This design comes from an exercise in tuning for small area, a short achievable clock period and few clock cycles per item on the open sky130 flow, not from production work. Function was checked by simulation only, so behaviour that the tests miss may differ from the original. Power and IR drop assume default switching activity.

==> wip/indigo <==
Design limit_order_book_matcher, start of the top module:
module limit_order_book_matcher
	(
		input  logic               clk,
		input  logic               arst_n,
		input  logic               start,
		output logic               busy,
		input  logic               side,
		input  logic [lobm_pkg::KIND_W-1:0]  order_kind,
		input  logic [lobm_pkg::PRICE_W-1:0] limit_price,
		input  logic [lobm_pkg::QTY_W-1:0]   quantity,
		input  logic [lobm_pkg::ID_W-1:0]    order_id,
		output logic               result_strobe,
		output logic               is_fill,
		output logic [lobm_pkg::ID_W-1:0]    maker_id,
		output logic [lobm_pkg::PRICE_W-1:0] fill_price,
		output logic [lobm_pkg::QTY_W-1:0]   fill_quantity,
		output logic [lobm_pkg::QTY_W-1:0]   remaining,
		output logic               rested,
		output logic               status,
		output logic [lobm_pkg::PRICE_W-1:0] reference_price,
		output logic               last
	);
export LEC_CHECK = 0
export CAP_MARGIN = 20
export CORE_MARGIN = 2
export CORE_UTILIZATION = 60
export CTS_CLUSTER_DIAMETER = 80
export CTS_CLUSTER_SIZE = 20
export SETUP_SLACK_MARGIN = 4.0
export SLEW_MARGIN = 20
export SYNTH_HIERARCHICAL = 1
create_clock -name core_clock -period 8.0 [get_ports {clk}]
run.sh (not shown) runs the stock make flow with config.mk's settings and CLKGATE_MAP_FILE= SYNTH_SCRIPT=/design/flow/synth_recipe.tcl, a recipe that flattens the netlist after the stock synthesis.
==> inputs of wip/juniper, as changes to wip/indigo <==
SETUP_SLACK_MARGIN = 3.0   (was 4.0)
==> summary of the runs <==
Count of clock-buffer cells in the layout: wip/juniper is lower than wip/indigo (21).
Of wip/juniper and wip/indigo, wip/indigo has the higher core utilization (gap 4.8 points).
Of wip/juniper and wip/indigo, wip/indigo has the higher critical path depth (gap 8).
Global-route usage: wip/indigo is higher than wip/juniper (3.4 points).
Clock power is about the same in wip/juniper and wip/indigo.
Testbench counts of wip/indigo, summed over its fixed seeds: cycles 12,951, orders 8,000.
Testbench counts of wip/juniper, summed over its fixed seeds: cycles 12,951, orders 8,000.


==> run K: inputs <==
Another version of the RTL of limit_order_book_matcher (not shown whole).
clock: 8.0 ns
lec_check: 0
cap_margin: 20
core_margin: 2
core_utilization: 60
setup_slack_margin: 3.5
slew_margin: 20
synth_hierarchical: 1
==> inputs of run H, as changes to run K <==
--- a/flow/design.v
+++ b/flow/design.v
@@ -64,12 +64,11 @@
 		output logic                          ord_valid,
 		output logic                          ord_side,
 		output logic [lobm_pkg::KIND_W-1:0]   ord_kind,
 		output logic [lobm_pkg::PRICE_W-1:0]  ord_limit,
 		output logic [lobm_pkg::QTY_W-1:0]    ord_qty,
-		output logic [lobm_pkg::ID_W-1:0]     ord_id,
-		output logic                          busy
+		output logic [lobm_pkg::ID_W-1:0]     ord_id
 	);
 	logic                         pv_q;
 	logic                         p_side_q;
 	logic [lobm_pkg::KIND_W-1:0]  p_kind_q;
 	logic [lobm_pkg::PRICE_W-1:0] p_limit_q;
@@ -89,11 +88,10 @@
 			p_limit_q <= limit_price;
 			p_qty_q   <= quantity;
 			p_id_q    <= order_id;
 		end
 	end
-	assign busy      = pv_q && !take;
 	assign ord_valid = pv_q;
 	assign ord_side  = p_side_q;
 	assign ord_kind  = p_kind_q;
 	assign ord_limit = p_limit_q;
 	assign ord_qty   = p_qty_q;
@@ -101,11 +99,13 @@
 endmodule
 module lobm_dp
 	(
 		input  logic                          clk,
 		input  logic                          arst_n,
+		input  logic                          start,
 		output logic                          take,
+		output logic                          busy,
 		input  logic                          ord_valid,
 		input  logic                          ord_side,
 		input  logic [lobm_pkg::KIND_W-1:0]   ord_kind,
 		input  logic [lobm_pkg::PRICE_W-1:0]  ord_limit,
 		input  logic [lobm_pkg::QTY_W-1:0]    ord_qty,
@@ -132,10 +132,11 @@
 	logic [PW-1:0]               c_limit_q;
 	logic [QW-1:0]               c_rem_q;
 	logic [IW-1:0]               c_id_q;
 	logic [NL-1:0]               gt_q, eq_q;
 	logic [NL-1:0]               okm_q;
+	logic [NL-1:0]               m_hit_q;
 	logic [PW-1:0] price_q [NL];
 	logic [NL-1:0] lval_q;
 	logic [NL-1:0] best_q;
 	logic [QW-1:0] qty_q [NS];
 	logic [IW-1:0] id_q [NS];
@@ -198,11 +199,11 @@
 	logic [3:0]    mo [NL];
 	logic [NL-1:0] one;
 	logic [NS-1:0] fsel;
 	logic [3:0]    fslot, fslot_b, fslot_a;
 	logic [QW-1:0] qsel, qsel_b, qsel_a, fq, rem_next, rem_diff;
-	logic          take_all;
+	logic          take_all, rem_more;
 	logic [1:0]    qcmp;
 	logic [3:0]    flvl_enc;
 	logic [1:0]    fslot_enc;
 	always_comb begin
 		for (int l = 0; l < NL; l++) opp_oh[l] = best_q[l] && ((l >= 8) != c_side_q);
@@ -244,10 +245,11 @@
 			for (int a = 0; a < 4; a++) fsel[l*4+a] = opp_oh[l] && mo[l][a];
 			flvl_enc = flvl_enc | (opp_oh[l] ? 4'(l) : 4'd0);
 		end
 		fslot_enc = {fslot[3] | fslot[2], fslot[3] | fslot[1]};
 		take_all = !qcmp[1];
+		rem_more = !qcmp[1] && !qcmp[0];
 		fq       = take_all ? qsel : c_rem_q;
 		rem_next = take_all ? rem_diff : '0;
 	end
 	lobm_cmp #(.W(QW)) u_cmp_q (.a(qsel), .b(c_rem_q), .gt(qcmp[1]), .eq(qcmp[0]));
 	lobm_add #(.W(QW), .SUB(1'b1)) u_sub_rem (.a(c_rem_q), .b(qsel), .s(rem_diff));
@@ -258,11 +260,11 @@
 	logic [3:0]    wslot, ws_b, ws_a;
 	logic [NS-1:0] rsel;
 	always_comb begin
 		rest_want = (c_kind_q == lobm_pkg::KIND_GTC) && rem_nz;
 		for (int l = 0; l < NL; l++) begin
-			m_hit[l]   = lval_q[l] && eq[l];
+			m_hit[l]   = m_hit_q[l];
 			free_oh[l] = !lval_q[l];
 			for (int j = 0; j < 8; j++)
 				if (j < l % 8) free_oh[l] = free_oh[l] && lval_q[(l / 8) * 8 + j];
 		end
 		mh_b = |m_hit[7:0];
@@ -341,52 +343,72 @@
 	lobm_add #(.W(PW+1)) u_add_cur (.a({1'b0, bid_px}), .b({1'b0, ask_px}), .s(sum_cur));
 	lobm_add #(.W(PW+1)) u_add_lim (.a({1'b0, c_limit_q}), .b({1'b0, opp_px}), .s(sum_lim));
 	logic          rest_fire, lvl_clear;
 	logic [NS-1:0] pw_sel;
 	logic [QW-1:0] wq, pw_diff;
+	logic [NL-1:0] lval_d, best_r, best_d;
+	logic          pv_d, cf_a, cf_b, cf_f2, busy_d, busy_q;
 	always_comb begin
 		take      = !cv_q || fin;
 		rest_fire = fin && rest_ok;
 		lvl_clear = can_fill && take_all && |(opp_oh & one);
 		for (int l = 0; l < NL; l++)
 			for (int a = 0; a < 4; a++)
 				pw_sel[l*4+a] = pw_q && pw_lvl_q == 4'(l) && pw_slot_q == 2'(a);
 		wq = pw_q ? pw_diff : c_rem_q;
+		lval_d = lval_q;
+		best_r = best_q;
+		for (int l = 0; l < NL; l++)
+			if (rest_fire && new_level && tgt_oh[l]) lval_d[l] = 1'b1;
+		for (int s = 0; s < 2; s++)
+			if (rest_fire && lim_best && (s == 1) == c_side_q)
+				best_r[s*8 +: 8] = tgt_oh[s*8 +: 8];
+		best_d = best_r;
+		for (int l = 0; l < NL; l++)
+			if (can_fill && opp_oh[l] && take_all && one[l]) lval_d[l] = 1'b0;
+		for (int s = 0; s < 2; s++)
+			if (lvl_clear && (s == 1) != c_side_q)
+				best_d[s*8 +: 8] = best2[s*8 +: 8];
+		pv_d = (!ord_valid || take) ? start : ord_valid;
+		cf_a = 1'b0;
+		cf_f2 = 1'b0;
+		for (int l = 0; l < NL; l++) begin
+			cf_a  = cf_a  || (best_r[l] && ((l >= 8) != ord_side) && okm_d[l]);
+			cf_f2 = cf_f2 || (best2[l] && ((l >= 8) != c_side_q) && okm_q[l]);
+		end
+		cf_a = cf_a && (ord_qty != '0);
+		cf_b = rem_more && (!(|(opp_oh & one)) || cf_f2);
+		busy_d = pv_d && (take ? (ord_valid && cf_a) : cf_b);
 	end
 	lobm_add #(.W(QW), .SUB(1'b1)) u_sub_pw (.a(pw_qty_q), .b(out_fq_q), .s(pw_diff));
 	always_ff @(posedge clk or negedge arst_n) begin
 		if (!arst_n) begin
 			cv_q        <= 1'b0;
 			lval_q      <= '0;
 			best_q      <= '0;
 			occ_q       <= '0;
 			out_valid_q <= 1'b0;
 			pw_q        <= 1'b0;
+			busy_q      <= 1'b0;
 		end else begin
 			out_valid_q <= cv_q;
 			pw_q        <= can_fill && !take_all;
 			if (take) cv_q <= ord_valid;
-			for (int l = 0; l < NL; l++) begin
-				if (can_fill && opp_oh[l] && take_all && one[l]) lval_q[l] <= 1'b0;
-				if (rest_fire && new_level && tgt_oh[l]) lval_q[l] <= 1'b1;
-			end
+			lval_q <= lval_d;
 			for (int k = 0; k < NS; k++) begin
 				if (can_fill && fsel[k] && take_all) occ_q[k] <= 1'b0;
 				if (rest_fire && rsel[k]) occ_q[k] <= 1'b1;
 			end
-			for (int s = 0; s < 2; s++) begin
-				if (lvl_clear && (s == 1) != c_side_q)
-					best_q[s*8 +: 8] <= best2[s*8 +: 8];
-				if (rest_fire && lim_best && (s == 1) == c_side_q)
-					best_q[s*8 +: 8] <= tgt_oh[s*8 +: 8];
-			end
+			best_q <= best_d;
+			busy_q <= busy_d;
 		end
 	end
 	always_ff @(posedge clk) begin
 		if (take) begin
 			gt_q      <= gt_d;
 			okm_q     <= okm_d;
+			m_hit_q   <= eq_d & lval_d;
 			eq_q      <= eq_d;
 			c_side_q  <= ord_side;
 			c_kind_q  <= ord_kind;
 			c_limit_q <= ord_limit;
 			c_rem_q   <= ord_qty;
@@ -435,10 +457,11 @@
 			out_rested_q <= rest_ok;
 			out_status_q <= full;
 			out_ref_q    <= ref_px;
 		end
 	end
+	assign busy            = busy_q;
 	assign result_strobe   = out_valid_q;
 	assign is_fill         = out_fill_q;
 	assign maker_id        = out_maker_q;
 	assign fill_price      = out_price_q;
 	assign fill_quantity   = out_fq_q;
@@ -490,17 +513,18 @@
 		.ord_valid   (ord_valid),
 		.ord_side    (ord_side),
 		.ord_kind    (ord_kind),
 		.ord_limit   (ord_limit),
 		.ord_qty     (ord_qty),
-		.ord_id      (ord_id),
-		.busy        (busy)
+		.ord_id      (ord_id)
 	);
 	lobm_dp u_dp (
 		.clk             (clk),
 		.arst_n          (arst_n),
+		.start           (start),
 		.take            (take),
+		.busy            (busy),
 		.ord_valid       (ord_valid),
 		.ord_side        (ord_side),
 		.ord_kind        (ord_kind),
 		.ord_limit       (ord_limit),
 		.ord_qty         (ord_qty),
CTS_CLUSTER_DIAMETER = 80   (was not set)
CTS_CLUSTER_SIZE = 20   (was not set)
==> inputs of run D, as changes to run K <==
--- a/flow/design.v
+++ b/flow/design.v
@@ -64,12 +64,11 @@
 		output logic                          ord_valid,
 		output logic                          ord_side,
 		output logic [lobm_pkg::KIND_W-1:0]   ord_kind,
 		output logic [lobm_pkg::PRICE_W-1:0]  ord_limit,
 		output logic [lobm_pkg::QTY_W-1:0]    ord_qty,
-		output logic [lobm_pkg::ID_W-1:0]     ord_id,
-		output logic                          busy
+		output logic [lobm_pkg::ID_W-1:0]     ord_id
 	);
 	logic                         pv_q;
 	logic                         p_side_q;
 	logic [lobm_pkg::KIND_W-1:0]  p_kind_q;
 	logic [lobm_pkg::PRICE_W-1:0] p_limit_q;
@@ -89,11 +88,10 @@
 			p_limit_q <= limit_price;
 			p_qty_q   <= quantity;
 			p_id_q    <= order_id;
 		end
 	end
-	assign busy      = pv_q && !take;
 	assign ord_valid = pv_q;
 	assign ord_side  = p_side_q;
 	assign ord_kind  = p_kind_q;
 	assign ord_limit = p_limit_q;
 	assign ord_qty   = p_qty_q;
@@ -101,11 +99,13 @@
 endmodule
 module lobm_dp
 	(
 		input  logic                          clk,
 		input  logic                          arst_n,
+		input  logic                          start,
 		output logic                          take,
+		output logic                          busy,
 		input  logic                          ord_valid,
 		input  logic                          ord_side,
 		input  logic [lobm_pkg::KIND_W-1:0]   ord_kind,
 		input  logic [lobm_pkg::PRICE_W-1:0]  ord_limit,
 		input  logic [lobm_pkg::QTY_W-1:0]    ord_qty,
@@ -132,10 +132,11 @@
 	logic [PW-1:0]               c_limit_q;
 	logic [QW-1:0]               c_rem_q;
 	logic [IW-1:0]               c_id_q;
 	logic [NL-1:0]               gt_q, eq_q;
 	logic [NL-1:0]               okm_q;
+	logic [NL-1:0]               m_hit_q;
 	logic [PW-1:0] price_q [NL];
 	logic [NL-1:0] lval_q;
 	logic [NL-1:0] best_q;
 	logic [QW-1:0] qty_q [NS];
 	logic [IW-1:0] id_q [NS];
@@ -198,11 +199,11 @@
 	logic [3:0]    mo [NL];
 	logic [NL-1:0] one;
 	logic [NS-1:0] fsel;
 	logic [3:0]    fslot, fslot_b, fslot_a;
 	logic [QW-1:0] qsel, qsel_b, qsel_a, fq, rem_next, rem_diff;
-	logic          take_all;
+	logic          take_all, rem_more;
 	logic [1:0]    qcmp;
 	logic [3:0]    flvl_enc;
 	logic [1:0]    fslot_enc;
 	always_comb begin
 		for (int l = 0; l < NL; l++) opp_oh[l] = best_q[l] && ((l >= 8) != c_side_q);
@@ -244,10 +245,11 @@
 			for (int a = 0; a < 4; a++) fsel[l*4+a] = opp_oh[l] && mo[l][a];
 			flvl_enc = flvl_enc | (opp_oh[l] ? 4'(l) : 4'd0);
 		end
 		fslot_enc = {fslot[3] | fslot[2], fslot[3] | fslot[1]};
 		take_all = !qcmp[1];
+		rem_more = !qcmp[1] && !qcmp[0];
 		fq       = take_all ? qsel : c_rem_q;
 		rem_next = take_all ? rem_diff : '0;
 	end
 	lobm_cmp #(.W(QW)) u_cmp_q (.a(qsel), .b(c_rem_q), .gt(qcmp[1]), .eq(qcmp[0]));
 	lobm_add #(.W(QW), .SUB(1'b1)) u_sub_rem (.a(c_rem_q), .b(qsel), .s(rem_diff));
@@ -258,11 +260,11 @@
 	logic [3:0]    wslot, ws_b, ws_a;
 	logic [NS-1:0] rsel;
 	always_comb begin
 		rest_want = (c_kind_q == lobm_pkg::KIND_GTC) && rem_nz;
 		for (int l = 0; l < NL; l++) begin
-			m_hit[l]   = lval_q[l] && eq[l];
+			m_hit[l]   = m_hit_q[l];
 			free_oh[l] = !lval_q[l];
 			for (int j = 0; j < 8; j++)
 				if (j < l % 8) free_oh[l] = free_oh[l] && lval_q[(l / 8) * 8 + j];
 		end
 		mh_b = |m_hit[7:0];
@@ -341,52 +343,72 @@
 	lobm_add #(.W(PW+1)) u_add_cur (.a({1'b0, bid_px}), .b({1'b0, ask_px}), .s(sum_cur));
 	lobm_add #(.W(PW+1)) u_add_lim (.a({1'b0, c_limit_q}), .b({1'b0, opp_px}), .s(sum_lim));
 	logic          rest_fire, lvl_clear;
 	logic [NS-1:0] pw_sel;
 	logic [QW-1:0] wq, pw_diff;
+	logic [NL-1:0] lval_d, best_r, best_d;
+	logic          pv_d, cf_a, cf_b, cf_f2, busy_d, busy_q;
 	always_comb begin
 		take      = !cv_q || fin;
 		rest_fire = fin && rest_ok;
 		lvl_clear = can_fill && take_all && |(opp_oh & one);
 		for (int l = 0; l < NL; l++)
 			for (int a = 0; a < 4; a++)
 				pw_sel[l*4+a] = pw_q && pw_lvl_q == 4'(l) && pw_slot_q == 2'(a);
 		wq = pw_q ? pw_diff : c_rem_q;
+		lval_d = lval_q;
+		best_r = best_q;
+		for (int l = 0; l < NL; l++)
+			if (rest_fire && new_level && tgt_oh[l]) lval_d[l] = 1'b1;
+		for (int s = 0; s < 2; s++)
+			if (rest_fire && lim_best && (s == 1) == c_side_q)
+				best_r[s*8 +: 8] = tgt_oh[s*8 +: 8];
+		best_d = best_r;
+		for (int l = 0; l < NL; l++)
+			if (can_fill && opp_oh[l] && take_all && one[l]) lval_d[l] = 1'b0;
+		for (int s = 0; s < 2; s++)
+			if (lvl_clear && (s == 1) != c_side_q)
+				best_d[s*8 +: 8] = best2[s*8 +: 8];
+		pv_d = (!ord_valid || take) ? start : ord_valid;
+		cf_a = 1'b0;
+		cf_f2 = 1'b0;
+		for (int l = 0; l < NL; l++) begin
+			cf_a  = cf_a  || (best_r[l] && ((l >= 8) != ord_side) && okm_d[l]);
+			cf_f2 = cf_f2 || (best2[l] && ((l >= 8) != c_side_q) && okm_q[l]);
+		end
+		cf_a = cf_a && (ord_qty != '0);
+		cf_b = rem_more && (!(|(opp_oh & one)) || cf_f2);
+		busy_d = pv_d && (take ? (ord_valid && cf_a) : cf_b);
 	end
 	lobm_add #(.W(QW), .SUB(1'b1)) u_sub_pw (.a(pw_qty_q), .b(out_fq_q), .s(pw_diff));
 	always_ff @(posedge clk or negedge arst_n) begin
 		if (!arst_n) begin
 			cv_q        <= 1'b0;
 			lval_q      <= '0;
 			best_q      <= '0;
 			occ_q       <= '0;
 			out_valid_q <= 1'b0;
 			pw_q        <= 1'b0;
+			busy_q      <= 1'b0;
 		end else begin
 			out_valid_q <= cv_q;
 			pw_q        <= can_fill && !take_all;
 			if (take) cv_q <= ord_valid;
-			for (int l = 0; l < NL; l++) begin
-				if (can_fill && opp_oh[l] && take_all && one[l]) lval_q[l] <= 1'b0;
-				if (rest_fire && new_level && tgt_oh[l]) lval_q[l] <= 1'b1;
-			end
+			lval_q <= lval_d;
 			for (int k = 0; k < NS; k++) begin
 				if (can_fill && fsel[k] && take_all) occ_q[k] <= 1'b0;
 				if (rest_fire && rsel[k]) occ_q[k] <= 1'b1;
 			end
-			for (int s = 0; s < 2; s++) begin
-				if (lvl_clear && (s == 1) != c_side_q)
-					best_q[s*8 +: 8] <= best2[s*8 +: 8];
-				if (rest_fire && lim_best && (s == 1) == c_side_q)
-					best_q[s*8 +: 8] <= tgt_oh[s*8 +: 8];
-			end
+			best_q <= best_d;
+			busy_q <= busy_d;
 		end
 	end
 	always_ff @(posedge clk) begin
 		if (take) begin
 			gt_q      <= gt_d;
 			okm_q     <= okm_d;
+			m_hit_q   <= eq_d & lval_d;
 			eq_q      <= eq_d;
 			c_side_q  <= ord_side;
 			c_kind_q  <= ord_kind;
 			c_limit_q <= ord_limit;
 			c_rem_q   <= ord_qty;
@@ -435,10 +457,11 @@
 			out_rested_q <= rest_ok;
 			out_status_q <= full;
 			out_ref_q    <= ref_px;
 		end
 	end
+	assign busy            = busy_q;
 	assign result_strobe   = out_valid_q;
 	assign is_fill         = out_fill_q;
 	assign maker_id        = out_maker_q;
 	assign fill_price      = out_price_q;
 	assign fill_quantity   = out_fq_q;
@@ -490,17 +513,18 @@
 		.ord_valid   (ord_valid),
 		.ord_side    (ord_side),
 		.ord_kind    (ord_kind),
 		.ord_limit   (ord_limit),
 		.ord_qty     (ord_qty),
-		.ord_id      (ord_id),
-		.busy        (busy)
+		.ord_id      (ord_id)
 	);
 	lobm_dp u_dp (
 		.clk             (clk),
 		.arst_n          (arst_n),
+		.start           (start),
 		.take            (take),
+		.busy            (busy),
 		.ord_valid       (ord_valid),
 		.ord_side        (ord_side),
 		.ord_kind        (ord_kind),
 		.ord_limit       (ord_limit),
 		.ord_qty         (ord_qty),
CORE_UTILIZATION = 70   (was 60)
CTS_CLUSTER_DIAMETER = 80   (was not set)
CTS_CLUSTER_SIZE = 20   (was not set)
SETUP_SLACK_MARGIN = 3.2   (was 3.5)
==> qor summary <==
|  | run D | run K | run H |
|---|---|---|---|
| Outcome | complete, no violations | complete, no violations | complete, no violations |
| Insertion delay of the later-clocked pin in the worst-skew pair | 0.98 ns | 1.07 ns | 0.97 ns |
| Hold path start | u_ctrl.p_id_q[31] | u_ctrl.p_id_q[9] | u_ctrl.p_id_q[10] |
| Total routed wire length on the met1 layer | 190 mm | 221 mm | 217 mm |
| Req. time, crit path | 8.66 ns | 8.79 ns | 8.78 ns |
| Total inserted antenna cells | 22 | 18 | 14 |
| Worst Reg-to-Reg Cells | 18 | 16 | 21 |
| Combinational cell fraction of total power | 0.507 | 0.452 | 0.525 |
| Smallest setup slack after layout | 2.96 ns | 3.00 ns | 3.21 ns |
| Layout Area Growth over Synthesis | 11.1% | 20.1% | 14.0% |
| Capturing instance or port of the critical path | u_dp.m_hit_q[12] | u_dp.pr_q[113] | u_dp.occ_q[16] |
| Starting density of the core | 0.704 | 0.603 | 0.605 |
| Worst slew slack as a fraction of its limit | 0.130 | 0.0536 | 0.193 |
| Number of sequential storage elements | 3973 | 3964 | 3973 |
| Minimum clock period | 5.04 ns | 5.00 ns | 4.79 ns |
| Share of power burned in registers | 0.351 | 0.330 | 0.335 |
Testbench counts of run K, summed over its fixed seeds: cycles 12,951, orders 8,000.
Testbench counts of run H, summed over its fixed seeds: cycles 12,951, orders 8,000.
Testbench counts of run D, summed over its fixed seeds: cycles 12,951, orders 8,000.

## separate check: timing with driven ports
Ports are ideal in the flow. The routed layouts listed here were re-timed in OpenROAD. Step 1, drivers: a clkbuf_16 drives clk and a buf_2 each remaining input, both assumed. Step 2, shift: input delay + t, output delay - t, t = (earliest + latest rising clock arrival at the registers) / 2. This alone moves slack from input paths to output paths. Slacks: ideal / step 1 / step 2; pairs: ideal / step 1.
run | t, ns | setup WS [ns] | worst setup path at the end | worst register clock-pin slew, ns | pins driven straight from the clock port
wip/indigo | 1.045 | 3.189 / 3.189 / 3.189 | register to register | 0.09 / 0.09 | 1
wip/juniper | 1.036 | 2.995 / 2.995 / 2.995 | register to register | 0.09 / 0.09 | 1
run K | 1.098 | 3.001 / 3.001 / 3.001 | register to register | 0.07 / 0.07 | 1
run H | 1.042 | 3.208 / 3.208 / 3.208 | register to register | 0.09 / 0.09 | 1
run D | 1.036 | 2.964 / 2.964 / 2.964 | register to register | 0.09 / 0.09 | 1
After both steps every run listed still meets setup and hold.
